This is an optimization exercise on Yosys and OpenROAD, whose aim is small area, not a production implementation. The RTL was checked by simulation tests, not by an equivalence proof against the original design. Power and IR drop assume default switching activity.

Setup of the reference run:
==> flow/design.v <==
package ascon_hmac_pkg;
  localparam int WORD_W = 64;
  localparam int HASH_W = 256;
  localparam int HASH_WORDS = HASH_W / WORD_W;
  localparam logic [WORD_W-1:0] IPAD = {8{8'h36}};
  localparam logic [WORD_W-1:0] OPAD = {8{8'h5c}};
endpackage
import ascon_hmac_pkg::*;
module hmac_hold_mux #(
  parameter int W = 64
) (
  input  logic [W-1:0] d,
  input  logic [W-1:0] q,
  input  logic         ld,
  input  logic         hold,
  output logic [W-1:0] y
);
  assign y = (d & {W{ld}}) | (q & {W{hold}});
endmodule
module hmac_hold_muxn #(
  parameter int W = 64
) (
  input  logic [W-1:0] d,
  input  logic [W-1:0] q,
  input  logic         ld,
  input  logic         hold,
  output logic [W-1:0] y
);
  assign y = ~((d & {W{ld}}) | (q & {W{hold}}));
endmodule
import ascon_hmac_pkg::*;
module ascon_hmac_engine
#(
  parameter int KEY_WORDS = 2,
  parameter int VERIFY_EN = 1,
  parameter int CNT_W     = 16
) (
  input  logic                        clk,
  input  logic                        rst_n,
  input  logic                        hmac_start,
  input  logic                        hmac_abort,
  input  logic [WORD_W*KEY_WORDS-1:0] key_in,
  input  logic [HASH_W-1:0]           tag_in,
  input  logic [WORD_W-1:0]           msg_in,
  input  logic                        msg_valid,
  input  logic                        msg_last,
  output logic                        msg_ready,
  output logic [WORD_W-1:0]           hc_msg,
  output logic                        hc_valid,
  output logic                        hc_start,
  output logic                        hc_last,
  input  logic                        hc_ready,
  input  logic [HASH_W-1:0]           hc_hash,
  input  logic                        hc_done,
  output logic                        hc_abort,
  output logic [HASH_W-1:0]           hmac_out,
  output logic                        hmac_done,
  output logic                        tag_ok,
  output logic                        busy,
  output logic [CNT_W-1:0]            msg_count
);
  localparam logic [3:0] S_IDLE  = 4'd0,
                         S_IK0   = 4'd1,
                         S_IK1   = 4'd2,
                         S_IMSG  = 4'd3,
                         S_IWAIT = 4'd4,
                         S_OK0   = 4'd5,
                         S_OK1   = 4'd6,
                         S_OH0   = 4'd7,
                         S_OH1   = 4'd8,
                         S_OH2   = 4'd9,
                         S_OH3   = 4'd10,
                         S_OWAIT = 4'd11,
                         S_DONE  = 4'd12;
  logic [3:0]       state, state_nx;
  logic [127:0]     key_r;
  logic [HASH_W-1:0] tag_r;
  logic [HASH_W-1:0] inner_r;
  logic s_idle, s_ik0, s_ik1, s_imsg, s_iwait, s_ok0, s_ok1;
  logic s_oh0, s_oh1, s_oh2, s_oh3, s_owait, s_done;
  assign s_idle  = (state == S_IDLE);
  assign s_ik0   = (state == S_IK0);
  assign s_ik1   = (state == S_IK1);
  assign s_imsg  = (state == S_IMSG);
  assign s_iwait = (state == S_IWAIT);
  assign s_ok0   = (state == S_OK0);
  assign s_ok1   = (state == S_OK1);
  assign s_oh0   = (state == S_OH0);
  assign s_oh1   = (state == S_OH1);
  assign s_oh2   = (state == S_OH2);
  assign s_oh3   = (state == S_OH3);
  assign s_owait = (state == S_OWAIT);
  assign s_done  = (state == S_DONE);
  logic fixed_word;   
  assign fixed_word = s_ik0 | s_ik1 | s_ok0 | s_ok1 | s_oh0 | s_oh1 | s_oh2 | s_oh3;
  logic sel_k0, sel_k1, ikey, okey;
  assign sel_k0 = s_ik0 | s_ok0;
  assign sel_k1 = s_ik1 | s_ok1;
  assign ikey   = s_ik0 | s_ik1;
  assign okey   = s_ok0 | s_ok1;
  logic [WORD_W-1:0] key0, key1, kw, kt;
  assign key0 = key_r[127:64];
  assign key1 = key_r[63:0];
  assign kw   = ({WORD_W{sel_k0}} & key0) | ({WORD_W{sel_k1}} & key1);
  for (genvar b = 0; b < WORD_W; b++) begin : g_pad
    if (IPAD[b] == OPAD[b]) begin : g_same
      assign kt[b] = IPAD[b] ? ((sel_k0 & ~key0[b]) | (sel_k1 & ~key1[b])) : kw[b];
    end else begin : g_diff
      assign kt[b] = kw[b] ^ (IPAD[b] ? ikey : okey);
    end
  end
  assign hc_msg = kt
                | ({WORD_W{s_oh0}}  & inner_r[255:192])
                | ({WORD_W{s_oh1}}  & inner_r[191:128])
                | ({WORD_W{s_oh2}}  & inner_r[127:64])
                | ({WORD_W{s_oh3}}  & inner_r[63:0])
                | ({WORD_W{s_imsg}} & msg_in);
  assign hc_valid  = fixed_word | (s_imsg & msg_valid);
  assign hc_start  = s_ik0 | s_ok0;
  assign hc_last   = s_oh3 | (s_imsg & msg_last);
  assign msg_ready = s_imsg & hc_ready;
  assign hmac_done = s_done;
  assign busy      = ~s_idle;
  always_comb begin
    state_nx = state;
    if (hmac_abort) begin
      state_nx = S_IDLE;
    end else begin
      case (state)
        S_IDLE:  if (hmac_start) state_nx = S_IK0;
        S_IMSG:  if (msg_valid && hc_ready && msg_last) state_nx = S_IWAIT;
        S_IWAIT: if (hc_done) state_nx = S_OK0;
        S_OWAIT: if (hc_done) state_nx = S_DONE;
        S_DONE:  state_nx = S_IDLE;
        default: if (hc_ready) state_nx = state + 4'd1;
      endcase
    end
  end
  logic              out_ld;
  logic [HASH_W-1:0] out_d, tag_d, inner_d;
  logic [127:0]      key_d;
  assign out_ld = ~hmac_abort & s_owait & hc_done;
  logic [HASH_W-1:0] hmac_out_n;
  logic              out_blank;
  assign hmac_out = ~(hmac_out_n | {HASH_W{out_blank}});
  hmac_hold_muxn #(.W(HASH_W)) u_out_mux (
    .d(hc_hash), .q(hmac_out), .ld(out_ld), .hold(~out_ld), .y(out_d));
  hmac_hold_mux #(.W(128)) u_key_mux (
    .d(key_in), .q(key_r), .ld(s_idle), .hold(~s_idle), .y(key_d));
  hmac_hold_mux #(.W(HASH_W)) u_tag_mux (
    .d(tag_in), .q(tag_r), .ld(s_idle), .hold(~s_idle), .y(tag_d));
  hmac_hold_mux #(.W(HASH_W)) u_inner_mux (
    .d(hc_hash), .q(inner_r), .ld(s_iwait), .hold(~s_iwait), .y(inner_d));
  always_ff @(posedge clk or negedge rst_n) begin
    if (!rst_n) begin
      state     <= S_IDLE;
      out_blank <= 1'b1;
      tag_ok    <= 1'b0;
      msg_count <= '0;
      hc_abort  <= 1'b0;
    end else begin
      state     <= state_nx;
      hc_abort  <= hmac_abort & ~s_idle & ~s_done;
      if (out_ld) out_blank <= 1'b0;
      if (out_ld) tag_ok <= (hc_hash == tag_r);
      if (~hmac_abort & s_idle & hmac_start)
        msg_count <= '0;
      else if (~hmac_abort & s_imsg & msg_valid & hc_ready)
        msg_count <= msg_count + CNT_W'(1);
    end
  end
  always_ff @(posedge clk) begin
    key_r   <= key_d;
    tag_r   <= tag_d;
    inner_r <= inner_d;
    hmac_out_n <= out_d;
  end
endmodule
clock: 7.0 ns
lec_check: 0
cap_margin: 20
core_margin: 2
core_utilization: 50
slew_margin: 20
synth_hierarchical: 1
synth_minimum_keep_size: 0
standard.sh (not shown) runs the stock make flow with config.mk's settings and CLKGATE_MAP_FILE= SYNTH_SCRIPT=/design/flow/synth_recipe.tcl, a recipe that flattens the netlist after the stock synthesis.
==> flow/flow/run.sh <==
#!/bin/bash
# Standard layout (the standard.sh, standard synthesis) with three changes:
#  - a small buffer (buf_1) on every port instead of the resizer's default pick
#    (the resizer may still upsize any that need it);
#  - IO pins allowed one track apart, so that a smaller die fits all 1056 pins;
#  - a clock tree of clkbuf_8 with larger sink clusters and no dummy loads.
set -euo pipefail
export BUFFER_PORTS_ARGS="-buffer_cell sky130_fd_sc_hd__buf_1"
export PLACE_PINS_ARGS="-min_distance 1 -min_distance_in_tracks"
export CTS_ARGS="-sink_clustering_enable -repair_clock_nets -dont_use_dummy_load -buf_list sky130_fd_sc_hd__clkbuf_8 -sink_clustering_size 15 -sink_clustering_max_diameter 100"
bash standard.sh > make_finish.log 2>&1
Both conditions hold for the reference run: the flow ran to the end and the final layout passed the timing, DRC and antenna checks.
#### Input delta (the trial run over the reference run)
-- flow/flow/run.sh --
<<< the reference run, line 8
export BUFFER_PORTS_ARGS="-buffer_cell sky130_fd_sc_hd__buf_1"
export PLACE_PINS_ARGS="-min_distance 1 -min_distance_in_tracks"
export CTS_ARGS="-sink_clustering_enable -repair_clock_nets -dont_use_dummy_load -buf_list sky130_fd_sc_hd__clkbuf_8 -sink_clustering_size 15 -sink_clustering_max_diameter 100"
bash standard.sh > make_finish.log 2>&1
>>> the trial run, line 8
export BUFFER_PORTS_ARGS="-buffer_cell sky130_fd_sc_hd__buf_1"
export PLACE_PINS_ARGS="-min_distance 1 -min_distance_in_tracks"
export CTS_ARGS="-sink_clustering_enable -repair_clock_nets -dont_use_dummy_load -buf_list sky130_fd_sc_hd__clkbuf_8 -sink_clustering_size 16 -sink_clustering_max_diameter 100"
bash standard.sh > make_finish.log 2>&1
==> comparison <==
The trial run finished every stage and its layout cleared the timing, DRC and antenna checks. The reference run | status: complete | timing, DRC, antenna: pass. Diff the trial run..the reference run | smallest hold slack | negligible. Changes observed in the trial run relative to the reference run: global-route usage barely changed, achievable clock frequency increased about 0.35%. Clock group share of total power in the trial run vs the reference run: down 0.2 points. Remaining design rule violation count: the trial run vs the reference run identical. Diff the trial run..the reference run | register-to-register slack | negligible.

[what the ideal ports hide]
In the flow no input, the clock included, has a driving cell. The finished layouts below were timed again as built, in two steps. Step 1 sets driving cells, clkbuf_16 on the clock port and buf_2 on the other inputs (assumed; they add their load-dependent delay and slew). Step 2 also shifts input and output timing later by t, the mid clock arrival at the registers, as if the neighbouring blocks saw the same clock. Three values: ideal ports, drivers, drivers and shift; two values: the first two.
run | t (ns) | slack for setup (ns) | worst setup path after step 2
the reference run | 0.728 | 1.859 / 1.791 / 2.518 | register to output
the trial run | 0.735 | 1.877 / 1.809 / 2.544 | register to output
After both steps every run listed still meets setup and hold.
